This is an optimization exercise on Yosys and OpenROAD, whose aim is small area, not a production implementation. The RTL was checked by simulation tests, not by an equivalence proof against the original design.

==> flow/design.v (excerpt) <==
module flow_control_top (
    input  logic                                   pixel_clk_i,
    input  logic                                   pixel_reset_n_i,
    input  logic                                   psel_i,
    input  logic                                   penable_i,
    input  logic                                   pwrite_i,
    input  logic [7:0]                             paddr_i,
    input  logic [31:0]                            pwdata_i,
    input  logic                                   frame_valid_i,
    input  logic [flow_ctrl_pkg::IN_DATA_W-1:0]    byte_data_i,
    input  logic [flow_ctrl_pkg::IN_LANES-1:0]     byte_valid_i,
    input  logic                                   stream_stall_i,
    output logic [31:0]                            prdata_o,
    output logic                                   pready_o,
    output logic                                   pslverr_o,
    output logic                                   frame_valid_sync_o,
    output logic [flow_ctrl_pkg::OUT_DATA_W-1:0]   pixel_data_o,
    output logic [flow_ctrl_pkg::OUT_LANES-1:0]    pixel_valid_o,
    output logic [flow_ctrl_pkg::BYTE_VALID_W-1:0] byte_valid_o
);
Size: ~6200 cells after synthesis, roughly 250 I/O pins.
clock: 12.0 ns
lec_check: 0
cap_margin: 20
core_margin: 2
core_utilization: 35
place_density: 0.55
slew_margin: 20
synth_hierarchical: 1
synth_minimum_keep_size: 0
standard.sh (not shown) runs the stock make flow with config.mk's settings and CLKGATE_MAP_FILE= SYNTH_SCRIPT=/design/flow/synth_recipe.tcl, a recipe that flattens the netlist after the stock synthesis.
==> flow/flow/run.sh <==
#!/bin/bash
# Layout flow: the standard layout (standard.sh) with a lighter clock tree
# (no dummy loads, clkbuf_8 leaf clusters of up to 14 sinks) and single-drive
# port buffers. standard.sh's own output goes to standard_flow.log; ORFS keeps
# each step's log under orfs/logs.
set -euo pipefail
export CTS_ARGS="-sink_clustering_enable -repair_clock_nets -dont_use_dummy_load -buf_list sky130_fd_sc_hd__clkbuf_8 -sink_clustering_size 14 -sink_clustering_max_diameter 50"
export BUFFER_PORTS_ARGS="-buffer_cell sky130_fd_sc_hd__buf_1"
bash standard.sh > standard_flow.log 2>&1
==> next run, changes <==
--- a/flow/design.v
+++ b/flow/design.v
@@ -120,52 +120,36 @@
     logic                              wr_ok;
     logic [SLOTS-1:0]                  rd_sel;
     assign empty_o          = used == '0;
     assign wr_ok            = wr_en_i & ~full_q;
     assign overflow_pulse_o = wr_en_i & full_q;               
     always_ff @(posedge pixel_clk_i or negedge pixel_reset_n_i) begin
         if (!pixel_reset_n_i) begin
-            wr_ptr   <= 5'b00001;
-            last_ptr <= 5'b10000;                             
+            wr_ptr   <= '0;
+            last_ptr <= 5'd30;
             used     <= '0;
             full_q   <= 1'b0;
         end else begin
             full_q <= used >= 5'd30;
             used   <= used + {4'd0, wr_ok} - {4'd0, pop_i};
             if (wr_ok) begin
-                wr_ptr <= {wr_ptr[3:0], wr_ptr[4] ^ wr_ptr[2]};
+                wr_ptr <= (wr_ptr == 5'd30) ? 5'd0 : wr_ptr + 5'd1;
             end
             if (pop_i) begin
-                last_ptr <= {last_ptr[3:0], last_ptr[4] ^ last_ptr[2]};
+                last_ptr <= (last_ptr == 5'd30) ? 5'd0 : last_ptr + 5'd1;
             end
         end
     end
-    logic [SLOTS-1:0] row_we;
-    logic [SLOTS-1:0] row_keep;
-    always_comb begin
-        for (int i = 0; i < SLOTS; i++) begin
-            row_we[i]   = wr_ok & (wr_ptr == 5'(i + 1));
-            row_keep[i] = ~row_we[i];
-        end
-    end
-    for (genvar i = 0; i < SLOTS; i++) begin : g_row
-        logic [flow_ctrl_pkg::ENTRY_W-1:0] row_d;
-        for (genvar b = 0; b < flow_ctrl_pkg::ENTRY_W; b++) begin : g_bit
-            ao_sel #(.N(2)) hold_i (
-                .sel_i({row_we[i], row_keep[i]}),
-                .d_i({wr_data_i[b], mem[i][b]}),
-                .y_o(row_d[b])
-            );
-        end
-        always_ff @(posedge pixel_clk_i) begin
-            mem[i] <= row_d;
+    always_ff @(posedge pixel_clk_i) begin
+        if (wr_ok) begin
+            mem[wr_ptr] <= wr_data_i;
         end
     end
     always_comb begin
-        for (int i = 0; i < SLOTS; i++) rd_sel[i] = last_ptr == 5'(i + 1);
+        for (int i = 0; i < SLOTS; i++) rd_sel[i] = last_ptr == 5'(i);
     end
     for (genvar b = 0; b < flow_ctrl_pkg::ENTRY_W; b++) begin : g_rd
         logic [SLOTS-1:0] col;
         for (genvar i = 0; i < SLOTS; i++) begin : g_col
             assign col[i] = mem[i][b];
         end
         ao_sel #(.N(SLOTS)) rd_or_i (.sel_i(rd_sel), .d_i(col), .y_o(rd_data_o[b]));
@@ -395,16 +379,14 @@
     logic                                 end_done;
     logic                                 type_ok;
     logic                                 is_raw8;
     logic                                 is_raw10;
     logic                                 is_rgb;
     logic [1:0]                           bytes_pp;
     logic [3:0]                           n_bytes;
-    logic [2:0]                           pixel_valid_q;    
-    assign pixel_valid_o = {pixel_valid_q[2], pixel_valid_q};
     logic [3:0][3:0]                      lane_pos;         
     assign mask = entry_i[flow_ctrl_pkg::IN_LANES-1:0];
     assign is_start = entry_valid_q & ~in_frame_q & (&mask) &
                       (entry_i[flow_ctrl_pkg::ENTRY_W-1:flow_ctrl_pkg::IN_LANES] == '0);
     assign is_end   = entry_valid_q & (mask == '0);
     assign insert   = entry_valid_q & in_frame_q & ~is_end;
     always_comb begin
@@ -417,30 +399,15 @@
     assign ppc_fill = {1'b0, shift};
     assign is_raw8  = data_type_i == flow_ctrl_pkg::DT_RAW8;
     assign is_raw10 = data_type_i == flow_ctrl_pkg::DT_RAW10;
     assign is_rgb   = data_type_i == flow_ctrl_pkg::DT_RGB888;
     assign type_ok  = is_raw8 | is_raw10 | is_rgb;
     assign fit_mask = is_rgb ? 4'b0011 : 4'b1111;             
     assign bytes_pp = is_rgb ? 2'd3 : is_raw10 ? 2'd2 : 2'd1;
-    logic [1:0] beat_bpp_q;
-    always_ff @(posedge pixel_clk_i) begin
-        if (!stream_stall_i) begin
-            beat_bpp_q <= bytes_pp;
-        end
-    end
-    always_comb begin
-        n_bytes = '0;
-        case (pixel_valid_o)
-            4'b0001: n_bytes = {2'b00, beat_bpp_q};
-            4'b0011: n_bytes = {1'b0, beat_bpp_q, 1'b0};
-            4'b1111: n_bytes = {beat_bpp_q, 2'b00};
-            default: n_bytes = '0;
-        endcase
-        byte_valid_o = ~(12'hFFF << n_bytes);
-    end
+    assign n_bytes = {1'b0, shift} * {2'b00, bytes_pp};
     always_comb begin
         insert_cnt = '0;
         for (int i = 0; i < flow_ctrl_pkg::IN_LANES; i++) begin
             insert_cnt = insert_cnt + {3'b000, mask[i] & fit_mask[i]};
         end
     end
     assign extract   = ~stream_stall_i & (fill_q >= ppc_fill);
@@ -476,27 +443,29 @@
     always_ff @(posedge pixel_clk_i or negedge pixel_reset_n_i) begin
         if (!pixel_reset_n_i) begin
             entry_valid_q      <= 1'b0;
             end_pending_q      <= 1'b0;
             in_frame_q         <= 1'b0;
             fill_q             <= '0;
             frame_valid_sync_o <= 1'b0;
-            pixel_valid_q      <= '0;
+            pixel_valid_o      <= '0;
+            byte_valid_o       <= '0;
         end else begin
             entry_valid_q <= pop_o;                           
             fill_q        <= fill_next;                       
             end_pending_q <= end_seen & ~end_done;
             if (is_start) begin
                 in_frame_q <= 1'b1;
             end else if (end_done) begin
                 in_frame_q <= 1'b0;
             end
             if (!stream_stall_i) begin
                 frame_valid_sync_o <= in_frame_q | is_start;  
-                pixel_valid_q <= (extract && type_ok) ? {shift[2], |shift[2:1], 1'b1} : '0;
+                pixel_valid_o <= (extract && type_ok) ? ~(4'hF << shift) : '0;
+                byte_valid_o  <= (extract && type_ok) ? ~(12'hFFF << n_bytes) : '0;
             end
         end
     end
     logic [2:0]  out_sel;
     logic [3:0]  rgb_sel;                                     
     logic [95:0] pixel_data_d;
     assign out_sel = {stream_stall_i, ~stream_stall_i & is_raw8, ~stream_stall_i & is_raw10};
Outcome: Fmax fell by 12%. Count of clock-buffer cells in the layout rose by 6. Via count fell by 21%. Setup slack loses 0.98 ns. Synthesized area rose by 3.5%. Utilization stays flat. Global-route usage fell by 5.0 points. Clock skew rose by 0.036 ns. Synthesized cell count fell by 25%. Wire length fell by 16%.

==> separate check: timing with driven ports <==
Ports are ideal in the flow. The routed layouts listed here were re-timed in OpenROAD.
Step 1 sets driving cells, clkbuf_16 on the clock port and buf_2 on the other inputs (assumed; they add their load-dependent delay and slew).
Step 2 moves the port delays by t, midway between the first and last clock arrival at a register: inputs arrive t later, outputs are due t later. That takes back most of the time a late clock gives input paths.
Three values: ideal, step 1, step 2; two values: the first two.
run | shift t [ns] | setup slack, ns | worst slew at a driven data input, ns
the first run | 0.997 | 4.963 / 4.963 / 4.242 | 0.12
the second run | 1.006 | 3.987 / 3.987 / 3.987 | 0.06
After both steps setup and hold are still met in every run listed. For the first run, which loses most, drivers alone change the setup slack by 0.000 ns; drivers and shift together by -0.721 ns.
